This design comes from an exercise in tuning for small area, a short achievable clock period and few clock cycles per item on the open sky130 flow, not from production work.
Only simulation tests tie the RTL to the original design; equivalence was not proved.
Power figures rest on the tool's default switching activity, not on a simulated workload.

run A:
Design second_pipe_top, start of the top module:
module second_pipe_top (
    input  logic                   clk,
    input  logic                   reset,
    input  logic                   in_req,
    output logic                   in_ack,
    input  logic [32-1:0]     instr,
    input  logic [32-1:0]     pc,
    input  logic [32-1:0]     rs_val,
    input  logic [32-1:0]     rt_val,
    input  logic [14-1:0]      exc_in,
    input  logic                   is_nop,
    output logic                   out_req,
    input  logic                   out_ack,
    output logic                   wr_en,
    output logic [5-1:0] wr_addr,
    output logic [32-1:0]     wr_data,
    output logic [14-1:0]      exc_out
);
    logic                   x_wr_ok;
    logic [5-1:0] x_wr_addr;
    logic [32-1:0]     x_wr_data;
    logic [14-1:0]      x_exc;
    logic                   take;
    logic                   wr_ok_q;
    alu_execute u_execute (
        .instr(instr), .pc_lo(pc[1:0]), .rs_val(rs_val), .rt_val(rt_val),
        .exc_in(exc_in), .is_nop(is_nop),
        .wr_ok(x_wr_ok), .wr_addr(x_wr_addr), .wr_data(x_wr_data), .exc(x_exc)
    );
    issue_capture u_capture (
        .clk(clk), .reset(reset), .in_req(in_req), .in_ack(in_ack),
        .out_req(out_req), .out_ack(out_ack), .take(take)
    );
    result_handshake u_result (
        .clk(clk), .reset(reset), .take(take),
        .out_req(out_req), .out_ack(out_ack)
    );
    always_ff @(posedge clk) begin
        if (!out_req) begin
            wr_ok_q <= x_wr_ok;
            wr_addr <= x_wr_addr;
            wr_data <= x_wr_data;
            exc_out <= x_exc;
        end
    end
    assign wr_en = wr_ok_q && (exc_out == '0);
endmodule
Size: ~1400 cells after synthesis, about 200 I/O pins, ~7800 um^2 of cells after synthesis.
clock: 5.0 ns
lec_check: 0
abc_area: 1
cap_margin: 20
core_margin: 2
core_utilization: 40
setup_slack_margin: 1.7
slew_margin: 20
standard.sh (not shown) runs the stock make flow with config.mk's settings and CLKGATE_MAP_FILE= SYNTH_SCRIPT=/design/flow/synth_recipe.tcl, a recipe that flattens the netlist after the stock synthesis.
==> flow/flow/run.sh <==
#!/bin/bash
# Layout flow: the standard layout (standard.sh, the ORFS make targets),
# with three changes to how the layout is made:
#  - synthesis is synth_recipe.tcl itself, run through flow/synth_abc.tcl,
#    which only swaps the ABC mapping script for flow/abc_map.script;
#  - no adder cells are pre-mapped (ADDER_MAP_FILE empty), so ABC maps the
#    adder with the rest of the logic;
#  - the port buffers are sky130_fd_sc_hd__buf_1 instead of the delay cells
#    buffer_ports picks by default.
# The SDC, clock period, constraints and every other setting are the standard flow's.
# Each ORFS step writes its full log under orfs/logs/; make's own output goes
# to make.log.
set -euo pipefail
here=$(pwd)
export FLOW_SYNTH_TCL="$here/synth_recipe.tcl"
export MY_ABC_SCRIPT="$here/flow/abc_map.script"
export BUFFER_PORTS_ARGS="-buffer_cell sky130_fd_sc_hd__buf_1"
export ADDER_MAP_FILE=
sed "s#SYNTH_SCRIPT=[^ ]*#SYNTH_SCRIPT=$here/flow/synth_abc.tcl#" standard.sh > standard_abc.sh
grep -q "SYNTH_SCRIPT=$here/flow/synth_abc.tcl" standard_abc.sh
bash standard_abc.sh > make.log 2>&1
==> flow/flow/abc_map.script <==
strash
balance
rewrite
refactor
balance
rewrite
rewrite -z
balance
refactor -z
rewrite -z
balance
balance
rewrite
refactor
balance
rewrite
rewrite -z
balance
refactor -z
rewrite -z
balance
dch
map -B 0.5
strash
dch
map -B 0.5
topo
stime -c
buffer -c
upsize -c
dnsize -c
==> flow/flow/synth_abc.tcl <==
# The standard flow's synthesis script, with the ABC mapping script replaced
proc abc {args} {
  set i [lsearch -exact $args -script]
  if { $i >= 0 } { lset args [expr {$i + 1}] $::env(MY_ABC_SCRIPT) }
  yosys abc {*}$args
}
source $::env(FLOW_SYNTH_TCL)
Every stage of the flow completed for run A, and the final layout passed the timing, design-rule and antenna checks.
Testbench counts of run A, summed over its fixed seeds: cycles 19,985, items 8,000.
Edits applied to the flow inputs when going from run A to run B:
--- a/flow/flow/abc_map.script
+++ b/flow/flow/abc_map.script
@@ -21,8 +21,5 @@
 balance
 dch
-map -B 0.5
-strash
-dch
-map -B 0.5
+map -B 0.9
 topo
 stime -c
Notes after the runs:
Taking run A as the reference, in run B met1 routing resource usage after global routing went down 2.5 points; data arrival at the endpoint of the critical path went down 0.06 ns; wire length on met3 went down 260 um; instance count after placement with tap cells included went up 32; clock skew went up 0.0064 ns.
The hold slack of run B exceeds that of run A by 0.020 ns.
Modified inputs, run C compared to run B
Settings: CORE_UTILIZATION: 40 -> 50.
--- a/flow/flow/abc_map.script
+++ b/flow/flow/abc_map.script
@@ -1,11 +1,19 @@
 strash
 balance
+resub -K 6
 rewrite
+resub -K 6 -N 2
 refactor
+resub -K 8
 balance
+resub -K 8 -N 2
 rewrite
+resub -K 10
 rewrite -z
+resub -K 10 -N 2
 balance
+resub -K 12
 refactor -z
+resub -K 12 -N 2
 rewrite -z
 balance
Notes after the runs:
- Core occupancy in the finished layout up 11 points in run C wrt run B
- Maximum number of pins on one net before global-route repair, run C and run B, lower one = run C.
- Of run C and run B, run C shows the higher post-synthesis share of cell area spent on and, or, nand and nor gates, with run B below it.
- Run C — total nets after synthesis 2.6% higher, run B as reference
- Going from run B to run C, the mean cell area of the mapped netlist was found to have gone down by 0.028 um^2.
- Fraction of standard cell area that is sequential of run C is on par with run B.
For run D, these inputs were changed with respect to run C:
Settings: CORE_UTILIZATION now 40, was 50.
Worst-case setup margin in the final layout in run D is 0.024 ns above run C.
Side by side, timing-limited maximum frequency turned out higher in run D than in run C.
The combinational group share of total power of run C and that of run D are within noise of each other.
Summary — power, run D relative to run C: higher, by 0.78%.
Run D: internal power consumption about 1.4% above run C

* * *

## alpha
second_pipe_top again, from the RTL that the note above started with.
clock: 5.0 ns
lec_check: 0
abc_area: 1
cap_margin: 20
core_margin: 2
core_utilization: 40
setup_slack_margin: 1.7
slew_margin: 20
==> flow/flow/abc_map.script <==
strash
balance
rewrite
refactor
balance
rewrite
rewrite -z
balance
refactor -z
rewrite -z
balance
balance
rewrite
refactor
balance
rewrite
rewrite -z
balance
refactor -z
rewrite -z
balance
dch
map -B 0.9
strash
dch
map -B 0.9
topo
stime -c
buffer -c
upsize -c
dnsize -c
Scripts as last shown in full above: flow/flow/run.sh, flow/flow/synth_abc.tcl
Testbench counts of alpha, summed over its fixed seeds: cycles 19,985, items 8,000.
The following lists how beta was set up differently from alpha:
- a change of SETUP_SLACK_MARGIN from 1.7 to 1.5
- an added GPL_TIMING_DRIVEN of 0
==> flow/flow/run.sh <==
#!/bin/bash
# The standard layout (standard.sh, ORFS make), with plain buffers on
# the ports instead of the delay cells buffer_ports picks by default.
# Each ORFS step logs to its own file under orfs/logs; make's output goes
# to make.log and the DEF export's to write_def.log.
set -euo pipefail
export BUFFER_PORTS_ARGS="-buffer_cell sky130_fd_sc_hd__buf_1"
export ADDER_MAP_FILE=
bash standard.sh > make.log 2>&1
removed: flow/flow/abc_map.script
removed: flow/flow/synth_abc.tcl
## What came out
Final instance area up 5.5% in beta wrt alpha
On beta: cell area after technology mapping is about 11% higher than what alpha gave.
wr_data[24] as the end of the critical path was reported by beta, and wr_data[3] by alpha.
Summary of the comparison: fraction of the cycle the final worst path needs is higher in beta, relative to alpha.
Input-level comparison between gamma and beta:
- GPL_TIMING_DRIVEN: 0 -> unset
==> flow/flow/run.sh <==
#!/bin/bash
# Layout flow: the standard layout (standard.sh, the ORFS make targets),
# with three changes to how the layout is made:
#  - synthesis is synth_recipe.tcl itself, run through flow/synth_abc.tcl,
#    which only swaps the ABC mapping script for flow/abc_map.script;
#  - no adder cells are pre-mapped (ADDER_MAP_FILE empty), so ABC maps the
#    adder with the rest of the logic;
#  - the port buffers are sky130_fd_sc_hd__buf_1 instead of the delay cells
#    buffer_ports picks by default.
# The SDC, clock period, constraints and every other setting are the standard flow's.
# Each ORFS step writes its full log under orfs/logs/; make's own output goes
# to make.log.
set -euo pipefail
here=$(pwd)
export FLOW_SYNTH_TCL="$here/synth_recipe.tcl"
export MY_ABC_SCRIPT="$here/flow/abc_map.script"
export BUFFER_PORTS_ARGS="-buffer_cell sky130_fd_sc_hd__buf_1"
export ADDER_MAP_FILE=
sed "s#SYNTH_SCRIPT=[^ ]*#SYNTH_SCRIPT=$here/flow/synth_abc.tcl#" standard.sh > standard_abc.sh
grep -q "SYNTH_SCRIPT=$here/flow/synth_abc.tcl" standard_abc.sh
bash standard_abc.sh > make.log 2>&1
==> flow/flow/abc_map.script (new file) <==
strash
balance
rewrite
refactor
balance
rewrite
rewrite -z
balance
refactor -z
rewrite -z
balance
balance
rewrite
refactor
balance
rewrite
rewrite -z
balance
refactor -z
rewrite -z
balance
dch
map -B 0.5
topo
stime -c
buffer -c
upsize -c
dnsize -c
==> flow/flow/synth_abc.tcl (new file) <==
# The standard flow's synthesis script, with the ABC mapping script replaced
proc abc {args} {
  set i [lsearch -exact $args -script]
  if { $i >= 0 } { lset args [expr {$i + 1}] $::env(MY_ABC_SCRIPT) }
  yosys abc {*}$args
}
source $::env(FLOW_SYNTH_TCL)
[summary]
gamma ends up with a post-place instance area that is 9.7% lower than in beta. Diff beta -> gamma: relative contribution of the clock network to total power now sits higher; fraction of the cycle the final worst path needs shows an increase of 1.2 points. Looking only at total power, and setting everything else aside, the lower value of gamma and beta goes to gamma.
> inputs changed (gamma -> delta)
-- flow/flow/abc_map.script --
<<< gamma, line 22
dch
map -B 0.5
topo
>>> delta, line 22
dch
map -B 0.9
topo
==> comparison <==
Register-to-register path setup slack: gamma vs delta, no meaningful difference. According to the power report, total power for delta is lower than for gamma. Going from gamma to delta, the largest fanout on the critical path was found to have gone up by 6. Global-route usage (higher): gamma. delta does better than gamma on worst-case setup margin in the final layout. Relative to gamma, the hold slack of delta is higher by 0.014 ns. Run comparison: delta termination of the worst setup path wr_data[17]; gamma termination of the worst setup path wr_data[3]. Wire length of the first global-routing pass for delta is lower than for gamma. Status: non-clock buffer share of cell area parity (gamma, delta). Count of multi-input combinational gates (delta vs. gamma) increases slightly. When delta is set beside gamma, its power density relative to cell area turns out to be 3.6 nW/um^2 smaller. In the flow results for delta and gamma, the post-detailed-routing wire length is larger on gamma.
Inputs modified between delta and epsilon:
- a change of SETUP_SLACK_MARGIN from 1.5 to 2.0
--- outcome ---
- Of epsilon and delta, the run reporting the higher post-cts repair resize count was epsilon.
- | met3 global-route usage | lower: delta |
- epsilon vs delta, maximum fanout encountered on the critical timing path went down by 7.
- Summary of epsilon over delta: number of antenna repair diodes -1; total clock sinks ~0 delta; met3 wirelength from detailed routing +30%; switching share of total power +1.1 points.
- Relative to delta, the final cell area reported for epsilon is higher.
- Routed wire length was lower in delta than in epsilon.
- Compared epsilon vs delta, and global routing met2 resource utilization is up in epsilon.
- Compared with delta, epsilon shows a total power that is 20% higher.

## port drivers added, routing unchanged
How much do the figures lean on ideal ports? The routed layouts below were timed once more, with nothing changed but the port constraints. Step 1, drivers: a clkbuf_16 drives clk and a buf_2 each remaining input, both assumed. Step 2 also shifts input and output timing later by t, the mid clock arrival at the registers, as if the neighbouring blocks saw the same clock. Slacks: ideal ports / drivers / drivers and shift; pairs: ideal ports / drivers.
run	t, ns	setup slack, ns	hold slack, ns	latest minus earliest clock arrival (ns)	worst data-port slew with drivers (ns)
run A	0.346	1.757 / 1.759 / 1.414	0.529 / 0.529 / 0.529	0.011 / 0.011	0.05
run B	0.351	1.769 / 1.752 / 1.400	0.548 / 0.548 / 0.548	0.015 / 0.015	0.08
run C	0.347	1.784 / 1.762 / 1.414	0.542 / 0.542 / 0.542	0.005 / 0.005	0.07
run D	0.352	1.809 / 1.808 / 1.455	0.539 / 0.539 / 0.539	0.009 / 0.009	0.08
alpha	0.349	1.755 / 1.775 / 1.426	0.548 / 0.548 / 0.548	0.011 / 0.010	0.04
beta	0.353	1.582 / 1.604 / 1.251	0.550 / 0.550 / 0.550	0.011 / 0.011	0.05
gamma	0.351	1.521 / 1.545 / 1.194	0.534 / 0.534 / 0.534	0.012 / 0.012	0.05
delta	0.352	1.604 / 1.619 / 1.267	0.548 / 0.548 / 0.548	0.017 / 0.017	0.07
epsilon	0.358	1.849 / 1.758 / 1.400	0.555 / 0.555 / 0.555	0.018 / 0.018	0.13
After both steps setup and hold are still met in every run listed. The setup slack of epsilon, which loses most, moves by -0.091 ns with the drivers and by -0.449 ns with both steps.
